This design comes from an exercise in tuning for small area, a short achievable clock period and few clock cycles on the open sky130 flow, not from production work. In this exercise RTL edits were held to simulation tests only and were not proved equivalent to the original.

## flow/design.v (module list and top-level ports; edited modules follow where they fit)
// module backprop_ctrl: 47 lines
// module loss_unit: 13 lines
// module bp_fa: 10 lines
// module bp_ha: 9 lines
// module bp_mace: 361 lines
// module bp_sqacc: 339 lines
// module bp_sq: 291 lines
// module bp_mule: 328 lines
// module bp_benc: 30 lines
// module grad_accum: 10 lines
// module param_update: 11 lines
// module backprop_top: 216 lines
module backprop_top (
  input  logic                    dtb,
  input  logic                    rst_n,
  input  logic                    sample_valid,
  input  logic                    drain_start,
  input  logic [2*16-1:0] x,
  input  logic [2*16-1:0] y_hid,
  input  logic [2*16-1:0] y_out,
  input  logic [2*16-1:0] target,
  input  logic [(2 * 2 + 2 * 2)*16-1:0] w,
  input  logic [(2 + 2)*16-1:0] b,
  output logic                    param_valid,
  output logic                    busy,
  output logic                    drain_done,
  output logic [4-1:0]      param_index,
  output logic [16-1:0]        param_value,
  output logic [16-1:0]        cost
);
  // ...
==> flow/flow/run.sh <==
#!/bin/bash
# The standard layout (standard.sh, with the standard synthesis), made with
# two changes in how timing is repaired; the constraints are the design's:
# - the port buffers that buffer_ports adds are buf_2 cells, not its default
#   choice (a slow delay buffer);
# - repair_timing aims for SETUP_SLACK_MARGIN ns of setup slack beyond the
#   constraint, so that it sizes and buffers the paths that set the period.
# The whole make output goes to standard.log; ORFS keeps its per-step logs
# under orfs/logs.
set -euo pipefail
cd "$(dirname "$0")/.."
export BUFFER_PORTS_ARGS="-buffer_cell sky130_fd_sc_hd__buf_2"
export SETUP_SLACK_MARGIN=16.3
bash standard.sh > standard.log 2>&1
==> flow/standard.sh <==
#!/bin/bash
# synth_recipe.tcl (not shown) runs the flow's synth.tcl, then flattens the netlist and writes it again
# the make line also repeats each setting of config.mk as NAME=value (left out here)
make -C /OpenROAD-flow-scripts/flow DESIGN_CONFIG=/design/flow/config.mk WORK_HOME=/design/flow/orfs CLKGATE_MAP_FILE= SYNTH_SCRIPT=/design/flow/synth_recipe.tcl "${@:-finish}"
==> flow/config.mk <==
export PLATFORM = sky130hd
export DESIGN_NAME = backprop_top
export DESIGN_NICKNAME = backprop_top
export VERILOG_FILES = /design/flow/design.v
export SDC_FILE = /design/flow/constraint.sdc
export NUM_CORES = 4
export LEC_CHECK = 0
export ABC_AREA = 1
export CAP_MARGIN = 40
export CORE_MARGIN = 2
export CORE_UTILIZATION = 55
export PLACE_DENSITY = 0.7
export SLEW_MARGIN = 60
==> flow/constraint.sdc <==
create_clock -name core_clock -period 22.0 [get_ports {dtb}]
set_input_delay 4.4000 -clock core_clock [delete_from_list [all_inputs] [get_ports {dtb}]]
set_output_delay 4.4000 -clock core_clock [all_outputs]
set_load 0.01 [all_outputs]
==> flow_results.org, run 1 <==
** Run status
- The flow ran to the end and the layout has no timing, DRC or antenna violations.

** Timing
- Setup repair after global routing could not meet its margin everywhere.
- Setup violations remaining at the end of the flow were counted as 0.
- Actual slew at the worst max-slew pin :: 0.737 ns

** Critical path
- Type of destination of the critical path :: primary output
- The worst register-to-register path has a setup slack of 16.49 ns.
- Bufs and invs on worst path :: 1
- The worst register-to-register path begins at eo1[1][4].
- Category of the critical setup timing path :: flop to primary output
- Worst-path cell chain :: buf_6

** Cells and area
- At the end of the flow, the number of nets in the layout was 15176.
- Summing all multi-input logic gate instances after layout gives 76100 sq um.
- Layout cells sized above 1 :: 8.55%
- Once layout is done, the placed cells without fillers occupy 111000 sq um.

** Logic synthesis
- For this run, the leading register cell type out of synthesis is sky130_fd_sc_hd__dfxtp_1.
- Of the total synthesized cell area, the portion taken by full adders, half adders and majority gates is 32.4%.
- In this run, synthesis inferred 0 flip-flops with an integrated enable.

** Global route
- In this run the most used layer during global routing was met2.
- Grt met3 use :: 8.86%

** Floorplanning
- The floorplan step defined a die boundary enclosing 190000 sq um.

** Routing
- For this run, design rule violations remaining after detail routing come to 0.
- The detail route stage leaves a number of antenna-violating nets equal to 0.

** Hold path
- The startpoint identified for the worst hold timing path is x2e[0][9].

** Placement
- Routability-driven placement finished with a final weighted congestion of 1.00.
Testbench counts, summed over its fixed seeds: cycles 7,460.
==> run 2: changes to the inputs <==
==> flow/flow/run.sh (replaced) <==
#!/bin/bash
# The standard layout (standard.sh, with the standard synthesis), made with
# three changes in how it is made; the constraints are the design's:
# - after the standard synthesis, fapol.py removes the inverters between full
#   adders (a full adder with all inputs complemented gives both outputs
#   complemented), which leaves the function unchanged and keeps every register;
# - the port buffers that buffer_ports adds are buf_2 cells, not its default
#   choice (a slow delay buffer);
# - repair_timing aims for SETUP_SLACK_MARGIN ns of setup slack beyond the
#   constraint, so that it sizes and buffers the paths that set the period.
# Each step's whole output goes to a log of its own here; ORFS keeps its
# per-step logs under orfs/logs.
set -euo pipefail
cd "$(dirname "$0")/.."
export BUFFER_PORTS_ARGS="-buffer_cell sky130_fd_sc_hd__buf_2"
export SETUP_SLACK_MARGIN=16.3
R=orfs/results/${FLOW_PLATFORM:-sky130hd}/backprop_top/base
bash standard.sh synth > synth.log 2>&1
cp $R/1_2_yosys.v synth_netlist.v
if python3 flow/fapol.py synth_netlist.v fapol_netlist.v > fapol.log 2>&1; then
  cp fapol_netlist.v $R/1_2_yosys.v
  rm -f $R/1_synth.odb $R/1_synth.sdc
fi
bash standard.sh finish > standard.log 2>&1
==> flow/flow/fapol.py (new file) <==
#!/usr/bin/env python3
"""Removes inverters between full adders in a mapped sky130 netlist.

A full adder is self-dual: with all three inputs complemented it gives both
outputs complemented. Each fa cell gets a polarity flag; a flagged cell is fed
the complements of its inputs and drives the complements of its outputs. The
flags are chosen, by local search, to need as few inverters as possible, then
the inverters are rebuilt: one per signal that some load needs complemented.
The function of the netlist is unchanged. Usage: fapol.py IN.v OUT.v
"""
import re, sys
from collections import defaultdict

src = open(sys.argv[1]).read()
cell_re = re.compile(r'^(\s*)(sky130_fd_sc_hd__\w+)\s+(\S+)\s*\((.*?)\);\n', re.S | re.M)
pin_re = re.compile(r'\.(\w+)\(([^()]*)\)')
OUTS = {'X', 'Y', 'Q', 'Q_N', 'SUM', 'COUT', 'HI', 'LO'}

cells = []  # dict(type, name, pins: {pin: net}, span)
for m in cell_re.finditer(src):
    pins = {p: n.strip() for p, n in pin_re.findall(m.group(4))}
    cells.append(dict(type=m.group(2)[len('sky130_fd_sc_hd__'):], name=m.group(3), pins=pins,
                      span=m.span(), indent=m.group(1)))

def is_inv(c):
    return re.match(r'(clk)?inv_\d+$', c['type']) is not None
def is_fa(c):
    return re.match(r'fa_\d+$', c['type']) is not None

driver = {}
loads = defaultdict(list)  # net -> [(cell index, pin)]
for i, c in enumerate(cells):
    for p, n in c['pins'].items():
        if p in OUTS:
            driver[n] = (i, p)
        else:
            loads[n].append((i, p))

# Ports and nets used outside cells (assign statements, module ports) are kept as they are.
ext_lines = [l for l in cell_re.sub('', src).split('\n')
             if l.strip().startswith(('assign', 'input', 'output'))]
ext_refs = set(re.findall(r'(\\\S+|[A-Za-z_][\w$]*(?:\[\d+\])?)', '\n'.join(ext_lines)))

# The inverters we may remove: input driven by an fa output, or output feeding an fa input,
# and output not referenced outside cells.
def inv_ok(i):
    c = cells[i]
    a, y = c['pins']['A'], c['pins']['Y']
    if y in ext_refs or y.split('[')[0] in ext_refs:
        return False
    d = driver.get(a)
    from_fa = d is not None and is_fa(cells[d[0]])
    to_fa = any(is_fa(cells[j]) for j, _ in loads[y])
    return from_fa or to_fa

rm_inv = {i for i, c in enumerate(cells) if is_inv(c) and inv_ok(i)}

# Loads to account: every load of a removed inverter's output, and every load of an fa
# output net. Each is (cell, pin, source net, parity).
acc = []
for i in rm_inv:
    a, y = cells[i]['pins']['A'], cells[i]['pins']['Y']
    for j, p in loads[y]:
        acc.append((j, p, a, 1))
fa_out_nets = set()
for i, c in enumerate(cells):
    if is_fa(c):
        for p in ('SUM', 'COUT'):
            fa_out_nets.add(c['pins'][p])
for n in fa_out_nets:
    for j, p in loads[n]:
        if j in rm_inv:
            continue
        acc.append((j, p, n, 0))
# every other fa input pin too, since a flipped fa needs all its inputs complemented
covered = {(j, p) for (j, p, s, q) in acc}
for i, c in enumerate(cells):
    if is_fa(c):
        for p in ('A', 'B', 'CIN'):
            if (i, p) not in covered:
                acc.append((i, p, c['pins'][p], 0))
# a removed inverter whose input is itself a removed inverter's output: keep it simple, refuse
for (j, p, s, q) in acc:
    assert j not in rm_inv, "inverter chain"

fa_idx = [i for i, c in enumerate(cells) if is_fa(c)]
flip = {i: 0 for i in fa_idx}
def src_flip(s):
    d = driver.get(s)
    if d is not None and is_fa(cells[d[0]]):
        return flip[d[0]]
    return 0

# need[(s, inv)] counts loads needing source s in polarity inv
by_cell = defaultdict(list)
by_src_fa = defaultdict(list)
for k, (j, p, s, q) in enumerate(acc):
    if is_fa(cells[j]):
        by_cell[j].append(k)
    d = driver.get(s)
    if d is not None and is_fa(cells[d[0]]):
        by_src_fa[d[0]].append(k)

def want_inv(k):
    j, p, s, q = acc[k]
    f = flip[j] if is_fa(cells[j]) else 0
    return q ^ f ^ src_flip(s)

SWAP = {'xor2_1': 'xnor2_1', 'xnor2_1': 'xor2_1', 'xor2_2': 'xnor2_2', 'xnor2_2': 'xor2_2',
        'xor2_4': 'xnor2_4', 'xnor2_4': 'xor2_4'}
tot = defaultdict(int)
for (j, p, s_, q) in acc:
    tot[s_] += 1
def swappable(s_):
    d = driver.get(s_)
    if d is None or cells[d[0]]['type'] not in SWAP:
        return False
    if s_ in ext_refs:
        return False
    # every physical load of s_ (or of a removed inverter of s_) must be in acc
    n_phys = len(loads[s_]) - sum(1 for j, _ in loads[s_] if j in rm_inv)
    n_phys += sum(len(loads[cells[j]['pins']['Y']]) for j, _ in loads[s_] if j in rm_inv)
    return n_phys == tot[s_]
swp = {s_: swappable(s_) for s_ in tot}
def scost(s_, v):
    if v == 0:
        return 0
    if swp[s_] and v == tot[s_]:
        return 0
    return 1
need = defaultdict(int)
for k in range(len(acc)):
    if want_inv(k):
        need[acc[k][2]] += 1
cost = sum(scost(s_, v) for s_, v in need.items())
pass

def delta_flip(i):
    ks = set(by_cell[i]) | set(by_src_fa[i])
    before = {}
    for k in ks:
        s = acc[k][2]
        before.setdefault(s, need[s])
    cur = {s: need[s] for s in before}
    for k in ks:
        if want_inv(k):
            cur[acc[k][2]] -= 1
    flip[i] ^= 1
    for k in ks:
        if want_inv(k):
            cur[acc[k][2]] += 1
    flip[i] ^= 1
    d = sum(scost(s, cur[s]) - scost(s, before[s]) for s in before)
    return d, cur

improved = True
rounds = 0
while improved and rounds < 50:
    improved = False
    rounds += 1
    for i in fa_idx:
        d, cur = delta_flip(i)
        if d < 0:
            flip[i] ^= 1
            for s, v in cur.items():
                need[s] = v
            cost += d
            improved = True
pass

# Rebuild
def vn(n):
    return n + " " if n.startswith("\\") else n
newnet = {}
new_cells = []
cnt = 0
def inv_of(s):
    global cnt
    if s not in newnet:
        cnt += 1
        n = "_fapol_n%d_" % cnt
        newnet[s] = n
        new_cells.append("  sky130_fd_sc_hd__inv_1 _fapol_i%d_ (\n    .A(%s),\n    .Y(%s)\n  );\n" % (cnt, vn(s), n))
    return newnet[s]

conn = defaultdict(dict)  # cell -> pin -> net
swapped = set()
for s_, v in need.items():
    if v and swp[s_] and v == tot[s_]:
        swapped.add(driver[s_][0])
for k, (j, p, s, q) in enumerate(acc):
    d = driver.get(s)
    if d is not None and d[0] in swapped:
        conn[j][p] = s
    else:
        conn[j][p] = inv_of(s) if want_inv(k) else s

out = []
pos = 0
for i, c in enumerate(cells):
    a, b = c['span']
    out.append(src[pos:a])
    pos = b
    if i in rm_inv:
        continue
    text = src[a:b]
    if i in swapped:
        text = text.replace('sky130_fd_sc_hd__' + c['type'], 'sky130_fd_sc_hd__' + SWAP[c['type']], 1)
        if c['type'].startswith('xor'):
            text = text.replace('.X(', '.Y(')
        else:
            text = text.replace('.Y(', '.X(')
    if i in conn:
        def rep(m):
            p = m.group(1)
            if p in conn[i]:
                return ".%s(%s)" % (p, vn(conn[i][p]))
            return m.group(0)
        text = pin_re.sub(rep, text)
    out.append(text)
tail = src[pos:]
# declare new wires after the module header
decl = "".join("  wire %s;\n" % n for n in newnet.values())
res = "".join(out)
res = res + tail
idx = res.index(");\n", res.index("module ")) + 3
res = res[:idx] + decl + res[idx:]
idx = res.rindex("endmodule")
res = res[:idx] + "".join(new_cells) + res[idx:]
open(sys.argv[2], 'w').write(res)
print("inverters after: %d, drivers complemented: %d" % (cnt, len(swapped)), file=sys.stderr)
==> run 2 against run 1 <==
  * Still clean
  * Final cell count down 8.7%
  * Worst setup slack got worse by 0.061 ns
  * Non-clock buffer count fell by 36
  * Critical path type unchanged
==> flow_results.org, run 2 <==
** Cells and area
- The share of cells above drive strength 1 came to 9.00% (was 8.55%).
- The synthesis-to-finish area growth came to 7.25% (was 7.59%).
- Number of flip-flops in the largest register :: 96 (unchanged)
- Register ranked first by flip-flop count :: we1 (unchanged)
- Commonest cells after routing, fill and taps aside: 1568 x sky130_fd_sc_hd__nand2_1, 1304 x sky130_fd_sc_hd__o22ai_1, 1225 x sky130_fd_sc_hd__inv_1 (was 2422 x sky130_fd_sc_hd__inv_1, 1662 x sky130_fd_sc_hd__xor2_1, 1568 x sky130_fd_sc_hd__nand2_1).
- The most common library cell in the layout ignoring fill and taps is sky130_fd_sc_hd__nand2_1 (was sky130_fd_sc_hd__inv_1).
- The count of fill cells added during filler insertion is 15973 (was 16806).
- The number of nets in the layout is 13941 (was 15176).

** Placement
- The count of input and output buffers was 362 (unchanged).
- The setup slack after placement came to 15.64 ns (about the same).
- The placer's final routability congestion estimate was 1.17 (was 1.00).
- The half-perimeter wire length after placement was 282000 um (was 292000 um).

** Timing
- Post-route setup TNS :: 0 ns (unchanged)
- The transition time of the tightest slew-check pin came to 0.649 ns (was 0.737 ns).
- The setup skew after layout came to 0.0399 ns (was 0.0415 ns).
- Maximum clock frequency :: 172 MHz (was 174 MHz)
- The headroom to the max-slew limit was 56.7% (was 50.3%).
- Unrepaired setup endpoints after global routing: yes (unchanged).
- The smallest setup slack after layout is 16.19 ns (was 16.25 ns).
- Endpoints failing setup :: 0 (unchanged)
- Hold violation count in the final report :: 0 (unchanged)
- The max-slew violation count came to 0 (unchanged).
- Share of the clock period used by the worst path :: 26.4% (was 26.1%)
- The clock period minus worst slack was 5.81 ns (was 5.75 ns).

** Logic synthesis
- The number of standard cells after synthesis was 11745 (was 12943).
- The net count after synthesis is 14009 (was 15207).
- Avg Inst Size Synth :: 8.37 sq um (was 7.94 sq um)
- The total number of yosys warnings came to 42 (unchanged).
- Total standard cell area after synthesis :: 98300 sq um (was 103000 sq um)

** Critical path
- Cell type of the slowest stage on the worst timing path :: sky130_fd_sc_hd__dfrtp_2 (unchanged)
- Worst EP required :: 17.60 ns (about the same)
- Data arrival at the endpoint of the critical path :: 1.41 ns (was 1.35 ns)
- End of the worst register-to-register path :: acc_w2[1][15] (was acc_w2[2][15])
- The number of cells on the worst reg-to-reg path is 21 (unchanged).
- Category of cells accounting for the largest share of critical-path delay :: flip-flops (unchanged)
- Kind of start point of the critical path :: flop (unchanged)
- Worst-path cell chain :: buf_6 (unchanged)
- Reg-to-reg setup timing slack :: 16.49 ns (about the same)
- The critical path class was flop to primary output (unchanged).
- Launch point of the worst reg-to-reg path :: u_ctrl.clr1 (was eo1[1][4])
- Max incr delay on CP :: 0.50 ns (was 0.45 ns)
- Critical path peak fanout :: 1 (was 2)
- The critical path endpoint category is a primary output (unchanged).
- The number of buffer and inverter instances along the worst setup path was 1 (unchanged).

** Floorplanning
- The height of the die came to 427 um (was 436 um).
- The count of boundary I/O pins was 363 (unchanged).
- The initial core utilization is 55.2% (was 55.4%).
- Horizontal die dimension :: 427 um (was 436 um)
- The floorplan die area came to 182000 sq um (was 190000 sq um).
- Site row count :: 155 (was 158)
- The placeable core region was 178000 sq um (was 186000 sq um).

** Clock network
- # H-tree levels :: 3 (unchanged)
- Clock-pin slew on the worst setup and hold paths :: 0.07 ns (was 0.06 ns)
- The clock insertion delay at the later pin of the skew report is 0.78 ns (was 0.79 ns).
- Root Driver :: sky130_fd_sc_hd__clkbuf_16 (unchanged)
- TritonCTS clock tree :: done (unchanged)
- Total number of clock tree sinks :: 710 (unchanged)
- The number of buffers added by the clock tree synthesis step came to 88 (was 89).
- Clock Path Buffers :: 3 (unchanged)

** Global route
- The total overflow reported by the global router came to 0 (unchanged).
- The via count of the first global-routing pass came to 89820 (was 95255).
- The routing usage on met3 was 9.61% (was 8.86%).
- The largest net degree at the start of global routing was 63 (was 49).
- The met1 routing resource usage after global routing came to 49.9% (was 50.0%).
- Most crowded layer after global routing :: met2 (unchanged)
- The aggregate global-route resource usage was 40.3% (was 40.0%).
- Number of antenna violations at the first check in global routing :: 39 (was 16)
- The wire length of the first global-routing pass came to 556000 um (was 582000 um).
- The global-route met2 utilization came to 62.2% (was 61.3%).

** Routing
- Drt first pass iters :: 9 (was 14)
- The violation count after the first detailed-route iteration was 10182 (was 10783).
- Drt wl/cell :: 26.3 um (was 24.9 um)
- Vias :: 88820 (was 93552)
- The detailed-route wire length came to 371000 um (was 386000 um).
- The mean number of vias per cell is 6.29 (was 6.05).
- The count of nets left with antenna violations after detail routing was 0 (unchanged).
- The DRC violation count after routing is 0 (unchanged).

** Run status
- Status: finished clean (unchanged).

** Hold path
- The launch point of the worst hold path was x2e[0][21] (was x2e[0][9]).
- Worst Hold Path EP :: x3e[0][21] (was x3e[0][9])
- The number of cells on the worst hold path came to 0 (unchanged).
- Worst min-delay path category :: flop to flop (unchanged)

** Flow run
- The number of max-capacitance violations reported came to 0 (unchanged).
## run 2: stage by stage
stage,hold WS (ns),utilization [%],instances,area (sq um)
after global placement,0.311,57.2,13929,102000
after floorplan,0.310,-,11745,98600
final,0.324,59.2,14128,105000
after global routing,0.328,59.2,14112,105000
after CTS,0.325,59.1,14099,105000
after detailed placement,0.312,57.3,13932,102000
## run 2: timing repair
action                                  in CTS  in global routing
setup buffers                                5                  4
endpoints found under the setup margin      20                 23
pin swaps                                    0                  1
gates resized for setup                     35                 16
hold buffers                                 0                  0
hold endpoints to repair                     0                  0
## run 2: area by class of cell
cell class / instances / area, sq um / share of cell area [%]
Multi-Input combinational cell: 8942 / 76000 / 72.1
Sequential cell: 710 / 14700 / 13.9
Inverter: 1383 / 5360 / 5.08
Timing Repair Buffer: 552 / 3350 / 3.18
Tap cell: 2355 / 2950 / 2.79
Clock buffer: 113 / 2430 / 2.30
Clock inverter: 49 / 614 / 0.583
Antenna cell: 24 / 60.1 / 0.0570
## run 2: worst max-delay path by stage
stage,endpoint,slack [ns],depth (start not counted),from
global route,param_index[0],16.16,1,u_ctrl.cnt[0]
finish,param_valid,16.19,1,u_ctrl.param_valid
detailed placement,d1[1][10],15.64,14,y_out[16]
global placement,we1[3][4],15.55,4,y_hid[31]
CTS,param_index[0],16.15,1,u_ctrl.cnt[0]
floorplan,d1[1][10],16.01,13,y_out[16]
## run 2: worst reg2reg max path, cell delays in order, from the launching register on
cell and delay (ns):
sky130_fd_sc_hd__dfstp_2 0.53, sky130_fd_sc_hd__buf_8 0.40, sky130_fd_sc_hd__inv_6 0.29, sky130_fd_sc_hd__clkbuf_8 0.35
sky130_fd_sc_hd__nand2_1 0.14, sky130_fd_sc_hd__ha_1 0.15, sky130_fd_sc_hd__inv_1 0.05, sky130_fd_sc_hd__fa_1 0.56
sky130_fd_sc_hd__fa_1 0.45, sky130_fd_sc_hd__fa_1 0.51, sky130_fd_sc_hd__fa_1 0.50, sky130_fd_sc_hd__ha_1 0.37
sky130_fd_sc_hd__nand2_1 0.13, sky130_fd_sc_hd__inv_1 0.05, sky130_fd_sc_hd__a21oi_1 0.21, sky130_fd_sc_hd__nor2_1 0.06
sky130_fd_sc_hd__nor3_1 0.15, sky130_fd_sc_hd__o21ai_0 0.11, sky130_fd_sc_hd__a21oi_1 0.24, sky130_fd_sc_hd__inv_1 0.07
sky130_fd_sc_hd__nand2_1 0.07, sky130_fd_sc_hd__nand2_1 0.04
## run 2: layer usage
metal | share of wire, % | wire (um)
met1 | 37 | 137000
met2 | 44 | 163000
met3 | 11 | 39300
met4 | 8.5 | 31400
met5 | 0.057 | 213

-- separate check: timing with driven ports --
In the flow no input, the clock included, has a driving cell. The finished layouts below were timed again as built, in two steps.
Step 1 assumes that a clkbuf_16 drives the clock port and a buf_2 every other input.
Step 2 also shifts input and output timing later by t, the mid clock arrival at the registers, as if the neighbouring blocks saw the same clock.
a / b / c = ideal / step 1 / step 2; a / b = the first two.
| run | shift t [ns] | setup slack, ns | latest minus earliest clock arrival (ns) | pins driven straight from the clock port |
|---|---|---|---|---|
| run 1 | 0.849 | 16.250 / 16.170 / 15.614 | 0.043 / 0.044 | 1 |
| run 2 | 0.857 | 16.189 / 16.088 / 15.678 | 0.042 / 0.043 | 1 |
After both steps setup and hold are still met in every run listed. The setup slack of run 1, which loses most, moves by -0.080 ns with the drivers and by -0.636 ns with both steps.
